This is an optimization exercise on Yosys and OpenROAD, whose aim is small area, not a production implementation. Only simulation tests tie the RTL to the original design; equivalence was not proved. Power figures rest on the tool's default switching activity, not on a simulated workload.

File: design/flow/constraint.sdc
create_clock -name core_clock -period 10.0 [get_ports {vgaclk}]
set_input_delay 2.0000 -clock core_clock [delete_from_list [all_inputs] [get_ports {vgaclk}]]
set_output_delay 2.0000 -clock core_clock [all_outputs]
set_load 0.01 [all_outputs]
File: design/flow/config.mk
export PLATFORM = sky130hd
export DESIGN_NAME = spectrum_renderer
export DESIGN_NICKNAME = spectrum_renderer
export VERILOG_FILES = /design/flow/design.v
export SDC_FILE = /design/flow/constraint.sdc
export NUM_CORES = 4
export LEC_CHECK = 0
export CAP_MARGIN = 20
export CORE_MARGIN = 2
export CORE_UTILIZATION = 40
export SLEW_MARGIN = 20
File: design/flow/run.sh
#!/bin/bash
# synth_recipe.tcl (not shown) runs the flow's synth.tcl, then flattens the netlist and writes it again
# the make line also repeats each setting of config.mk as NAME=value (left out here)
make -C /OpenROAD-flow-scripts/flow DESIGN_CONFIG=/design/flow/config.mk WORK_HOME=/design/flow/orfs CLKGATE_MAP_FILE= SYNTH_SCRIPT=/design/flow/synth_recipe.tcl finish
File: design/flow/design.v
package spectrum_pkg;
    localparam int NBINS     = 40;
    localparam int MAG_W     = 9;
    localparam int H_ACTIVE  = 640;
    localparam int V_ACTIVE  = 480;
    localparam int BAR_SHIFT = 4;
    localparam int MAG_MAX   = 480;
    typedef struct packed {
        logic [3:0] r;
        logic [3:0] g;
        logic [3:0] b;
    } rgb_t;
    localparam rgb_t COL_BAR   = 12'h0F0;
    localparam rgb_t COL_BG    = 12'h002;
    localparam rgb_t COL_PEAK  = 12'hFFF;
    localparam rgb_t COL_BLANK = 12'h000;
endpackage
import spectrum_pkg::*;
module spectrum_bin_buffer
#(
    parameter int NBINS = spectrum_pkg::NBINS,
    parameter int MAG_W = spectrum_pkg::MAG_W
) (
    input  logic             clk_i,
    input  logic             rst_ni,
    input  logic             swap_evt_i,
    input  logic             bin_valid_i,
    output logic             bin_ready_o,
    input  logic [5:0]       bin_idx_i,
    input  logic [MAG_W-1:0] bin_mag_i,
    input  logic             bin_last_i,
    output logic             frame_pending_o,
    output logic             swap_o,
    input  logic [5:0]       rd_idx_i,
    output logic [MAG_W-1:0] front_o
);
    localparam logic [MAG_W-1:0] MAG_CAP = MAG_W'(MAG_MAX);
    logic [MAG_W-1:0] bank0_q [NBINS];
    logic [MAG_W-1:0] bank1_q [NBINS];
    logic sel_q, pend_q;
    logic fire, swap;
    logic [MAG_W-1:0] mag_c, wdata;
    assign fire  = bin_valid_i & ~pend_q;
    assign swap  = swap_evt_i & pend_q;
    assign mag_c = (bin_mag_i > MAG_CAP) ? MAG_CAP : bin_mag_i;
    assign wdata = rst_ni ? mag_c : '0;
    for (genvar e = 0; e < NBINS; e++) begin : g_ent
        logic hit;
        assign hit = fire & (bin_idx_i == 6'(e));
        always_ff @(posedge clk_i) begin
            if (!rst_ni || (hit && sel_q))  bank0_q[e] <= wdata;
            if (!rst_ni || (hit && !sel_q)) bank1_q[e] <= wdata;
        end
    end
    always_ff @(posedge clk_i) begin
        if (!rst_ni) begin
            sel_q  <= 1'b0;
            pend_q <= 1'b0;
        end else begin
            if (swap) sel_q <= ~sel_q;
            if (swap)                   pend_q <= 1'b0;
            else if (fire & bin_last_i) pend_q <= 1'b1;
        end
    end
    assign front_o         = sel_q ? bank1_q[rd_idx_i] : bank0_q[rd_idx_i];
    assign swap_o          = swap;
    assign bin_ready_o     = ~pend_q;
    assign frame_pending_o = pend_q;
endmodule
import spectrum_pkg::*;
module spectrum_renderer
#(
    parameter int NBINS = spectrum_pkg::NBINS,
    parameter int MAG_W = spectrum_pkg::MAG_W
) (
    input  logic             vgaclk,
    input  logic             rst_n,
    input  logic [9:0]       x_in,
    input  logic [9:0]       y_in,
    input  logic             hsync_in,
    input  logic             vsync_in,
    input  logic             bin_valid,
    output logic             bin_ready,
    input  logic [5:0]       bin_idx,
    input  logic [MAG_W-1:0] bin_mag,
    input  logic             bin_last,
    output logic             hsync_out,
    output logic             vsync_out,
    output logic [3:0]       red,
    output logic [3:0]       green,
    output logic [3:0]       blue,
    output logic             frame_pending
);
    localparam logic [9:0] HA = 10'(H_ACTIVE);
    localparam logic [9:0] VA = 10'(V_ACTIVE);
    logic [5:0]       idx;
    logic             in_bins, swap_evt, swap, rot, rot_last;
    logic [MAG_W-1:0] front;
    assign idx      = x_in[9:BAR_SHIFT];
    assign in_bins  = (x_in < HA);
    assign swap_evt = (x_in == 10'd0) && (y_in == VA);
    assign rot      = in_bins && (x_in[BAR_SHIFT-1:0] == '1);
    assign rot_last = (x_in == HA - 10'd1);
    spectrum_bin_buffer #(
        .NBINS(NBINS),
        .MAG_W(MAG_W)
    ) u_buf (
        .clk_i          (vgaclk),
        .rst_ni         (rst_n),
        .swap_evt_i     (swap_evt),
        .bin_valid_i    (bin_valid),
        .bin_ready_o    (bin_ready),
        .bin_idx_i      (bin_idx),
        .bin_mag_i      (bin_mag),
        .bin_last_i     (bin_last),
        .frame_pending_o(frame_pending),
        .swap_o         (swap),
        .rd_idx_i       (idx),
        .front_o        (front)
    );
    logic [MAG_W-1:0] ring_q [NBINS];
    logic             upd_q, valid_q;
    logic [MAG_W-1:0] pk, dec, newpk;
    assign pk    = valid_q ? ring_q[0] : '0;
    assign dec   = (pk == '0) ? '0 : pk - 1'b1;
    assign newpk = (front > dec) ? front : dec;
    always_ff @(posedge vgaclk) begin
        if (rot) begin
            for (int s = 0; s < NBINS - 1; s++) ring_q[s] <= ring_q[s+1];
            ring_q[NBINS-1] <= upd_q ? newpk : ring_q[0];
        end
    end
    always_ff @(posedge vgaclk) begin
        if (!rst_n) begin
            upd_q   <= 1'b0;
            valid_q <= 1'b0;
        end else begin
            if (swap)          upd_q <= 1'b1;
            else if (rot_last) upd_q <= 1'b0;
            if (upd_q && rot_last) valid_q <= 1'b1;
        end
    end
    logic [9:0] h;
    logic       active, bar, peak_hit;
    logic       w1_q, g1_q, b1_q, hs1_q, vs1_q;
    logic       w2_q, g2_q, b2_q, hs2_q, vs2_q;
    assign h        = 10'd479 - y_in;
    assign active   = in_bins && (y_in < VA);
    assign bar      = 10'(front) > h;
    assign peak_hit = (10'(pk) == h) && (pk != '0);
    always_ff @(posedge vgaclk) begin
        if (!rst_n) begin
            w1_q  <= 1'b0;
            g1_q  <= 1'b0;
            b1_q  <= 1'b1;
            hs1_q <= 1'b1;
            vs1_q <= 1'b1;
            w2_q  <= 1'b0;
            g2_q  <= 1'b0;
            b2_q  <= 1'b0;
            hs2_q <= 1'b1;
            vs2_q <= 1'b1;
        end else begin
            w1_q  <= active & peak_hit;
            g1_q  <= active & (peak_hit | bar);
            b1_q  <= active & (peak_hit | ~bar);
            hs1_q <= hsync_in;
            vs1_q <= vsync_in;
            w2_q  <= w1_q;
            g2_q  <= g1_q;
            b2_q  <= b1_q;
            hs2_q <= hs1_q;
            vs2_q <= vs1_q;
        end
    end
    assign hsync_out = hs2_q;
    assign vsync_out = vs2_q;
    assign red       = {4{w2_q}};
    assign green     = {4{g2_q}};
    assign blue      = {w2_q, w2_q, b2_q, w2_q};
endmodule
==> metrics.md <==
| Metric | Value |
|---|---|
| Crit path DAT | `8.52 ns` |
| Worst hold slack | `0.4054 ns` |
| Clock share of power | `40.3%` |
| Met1 WL | `around 46000 µm` |
| PostCTS Resize Cnt | `0` |
| Required @ worst endpoint | `10.38 ns` |
| Synth area leader | `edfxtp_1` |
| Fmax | `0.1228 GHz` |
| Slew Limit Fails | `0` |
| Sequential standard cell area | `around 33000 µm²` |
| RD Place Congestion | `about 0.9` |
| Post-synth EDFFs | `1080` |
| Sequential share of the synthesized area | `80.35%` |
| Switching share of power | `21.72%` |
| Fin nets | `2609` |
| Max VDD drop | `roughly 0.17 mV` |
| HPWL Detailed | `69170 µm` |
| Hold path depth | `0` |
| Setup TNS Final | `0 ns` |
| Lkg Pwr | `around 16 nW` |
| Number of antenna violations at the first check in global routing | `7` |
| Footprint of the multi-input gates | `around 7200 µm²` |
| # setup viols final | `0` |
| TritonCTS clock tree | `yes` |
| Vias in the first global route | `between 20000 and 25000` |
| Routed met3 length | `roughly 14000 µm` |
| Critical path class | `in2reg` |
| Reg2reg path depth | `14` |
| Wirelength per Cell | `29.64 µm` |
| Die area | `104300 µm²` |
| Ys async rst share | `0%` |
| Inserted Clock Buffers | `107` |
| Root Driver | `clkbuf_16` |
| Dominant synthesized flop cell | `edfxtp_1` |
| Post-route minimum period | `8.144 ns` |
| Clk slew on worst S/H paths | `0.06 ns` |
| Cells after synthesis | `2414` |
| Ys Warns | `5` |
| GR Overflow Total | `0` |
| Avg Cell Area, Syn | `16.86 µm²` |
| Setup Skew | `about 0.022 ns` |
| Port bufs | `56` |
| Commonest cells post-synth | `edfxtp_1, nand3_1, o21ai_0` |
| Fin crit share | `between 80% and 90%` |
| Fillcell total | `8667` |
| # rows | `about 120` |
| First-pass GRT wire length | `~170000 µm` |
| DRT Pass-1 Iters | `6` |
| Crit Path Max Fanout | `63` |
| Synth Cell Area | `~40000 µm²` |
| Drt drc | `0` |
| Met2 WL | `53020 µm` |
| Core box area | `101300 µm²` |
| Worst Setup Start Kind | `primary input` |
| Seq pwr share | `54.6%` |
| Worst slew pin tran | `1.122 ns` |
| Worst min path class | `reg2reg` |
| CTS Sinks | `1094` |
| Die X | `323.0 µm` |
| Final WL | `118700 µm` |
| Effective utilization at floorplan | `40.19%` |
| RSZ-0062 raised after global routing | `no` |
| H-tree depth | `3` |
| Area Growth Syn to Fin | `15.18%` |
| Initial DRC count | `3966` |
| Worst rel slew slack | `25.20%` |
| Ports | `57` |
| Clock latency (worst-skew pair) | `0.69 ns` |
| Combinational Power Share | `5.0%` |
| Most common cell in the netlist | `edfxtp_1` |
| Max Cap Viol | `0` |
| Seq cells post-synth | `between 1000 and 1500` |
| Synth top area cells | `edfxtp_1, nand3_1, nand4_1, and3_1, o21ai_0` |
| Post-CTS Setup Inserts | `0` |
| Layout cell share with drive strength beyond 1 | `12.27%` |
| Antenna-violating nets left | `0` |
| Switching power | `2.126 mW` |
| Critical path capture point type | `flip-flop` |
| PwrDens | `around 210 nW/µm²` |
| Routed vias | `24530` |
| CTS max path bufs | `3` |
| Hold_buf cts | `0` |
| Synth top area share | `79.67%` |
| Via/cell ratio | `roughly 6.1` |
| Synth cell types | `72` |
| Pin count of the biggest net entering global routing | `207` |
| Top sig layer | `met5` |
| Int Pwr | `around 7.7 mW` |
| Die Y | `323.0 µm` |
| Endpoints failing hold | `0` |
| Gr usage total | `22.41%` |
| Outcome | `no timing/DRC/antenna violations` |
| Synth Net Count | `about 2500` |
## stage by stage
stage / instances / total power [mW] / setup slack [ns] / utilization (%) / cell area, µm²
after floorplan: 2414 / 5.642 / 1.854 / - / 40720
after global placement: 3806 / 5.907 / 1.369 / 42.88 / 43440
after detailed placement: 3806 / 5.917 / 1.366 / 42.89 / 43450
after CTS: 4000 / 9.835 / 2.118 / 46.27 / 46870
after global routing: 4002 / 10.04 / 1.625 / 46.28 / 46890
final: 4004 / 9.786 / 1.856 / 46.29 / 46890
## power by group through the flow
| stage | registers (mW) | clock network, mW | logic (mW) |
|---|---|---|---|
| 2_1_floorplan | 5.42 | 0 | 0.224 |
| 3_3_place_gp | 5.43 | 0 | 0.476 |
| 3_5_place_dp | 5.44 | 0 | 0.482 |
| 4_1_cts | 5.34 | 4.01 | 0.482 |
| 5_1_grt | 5.36 | 4.18 | 0.509 |
| 6_report | 5.35 | 3.95 | 0.493 |
## critical path, cell delays in order
cell             delay, ns
clkdlybuf4s50_1       0.90
and2_4                0.67
buf_12                0.34
and2_1                0.46
a221o_1               0.53
nor4_1                0.58
nand4_1               0.35
a21oi_1               0.36
inv_1                 0.14
ha_1                  0.31
o21ai_0               0.19
a21oi_1               0.07
o211ai_1              0.17
a21oi_1               0.22
o21ai_0               0.86
o221ai_1              0.26
## cells by family after synthesis
family	count (synthesis)	share of synthesized area, %
flops	1094	80.35
simple gates	755	10.35
compound gates	332	6.067
buf+inv	199	2.302
fa+ha+maj	21	0.6454
xor+xnor	13	0.2797
## layout by cell type (no fill, tap or decap), types with 12 or more instances in the layout
master,instances
inv_1,32
clkbuf_1,29
a2111oi_0,12
dfxtp_1,14
a22o_1,15
clkinv_1,17
nand2_1,40
and3_1,82
ha_1,21
a22oi_1,44
nor4_1,20
or4_1,17
a21oi_1,12
and4_1,15
buf_4,124
nand3_1,352
nor2_1,36
o21ai_0,93
a32o_1,26
nor3_1,20
edfxtp_1,1080
clkinv_2,17
nand4_1,92
clkbuf_16,109
and2_1,15
a32oi_1,42
clkdlybuf4s50_1,55
## final timing paths
check | from | to | slack [ns]
hold reg to reg | ring_q[34][5] | ring_q[33][5] | 0.41
setup reg to reg | u_buf.bank0_q[30][2] | ring_q[39][2] | 4.81
hold / removal | ring_q[34][5] | ring_q[33][5] | 0.41
setup / recovery | x_in[5] | ring_q[39][2] | 1.86
## area by class of cell
class                      instances  area share [%]
sequential                      1094           69.76
multi-input combinational       1121           15.40
clock buffer                     139           6.079
tap                             1368           3.650
timing repair buffer             191           3.621
clock inverter                    55           1.211
inverter                          32          0.2562
antenna                            4         0.02135
## registers in the layout, summed over array words and instances (netlist names)
name,count
g2_q,1
u_buf.bank0_q,360
hs1_q,1
hs2_q,1
vs2_q,1
b1_q,1
u_buf.bank1_q,360
vs1_q,1
ring_q,360
b2_q,1
u_buf.pend_q,1
valid_q,1
u_buf.sel_q,1
w2_q,1
w1_q,1
upd_q,1
g1_q,1
## metal layers
metal  GRT usage, %  vias up
li1               -    10030
met1          31.05    12520
met2          33.63     1673
met3          5.616      298
met4          9.664        6
met5              0        -

## re-timing with driven ports
How much do the figures lean on ideal ports? The routed layout below was timed once more, with nothing changed but the port constraints.
Step 1, drivers: a clkbuf_16 drives vgaclk and a buf_2 each remaining input, both assumed.
Step 2 moves the port delays by t, midway between the first and last clock arrival at a register: inputs arrive t later, outputs are due t later. That takes back most of the time a late clock gives input paths.
a / b / c = no drivers / after step 1 / after step 2; a / b = the first two.
shift t [ns]: 0.744
setup WS [ns]: 1.856 / 1.904 / 1.159
worst register clock-pin slew, ns: 0.06 / 0.06
worst slew at a driven data input, ns: 0.12
After both steps this run still meets setup and hold. For this run, drivers alone change the setup slack by +0.048 ns; drivers and shift together by -0.697 ns.
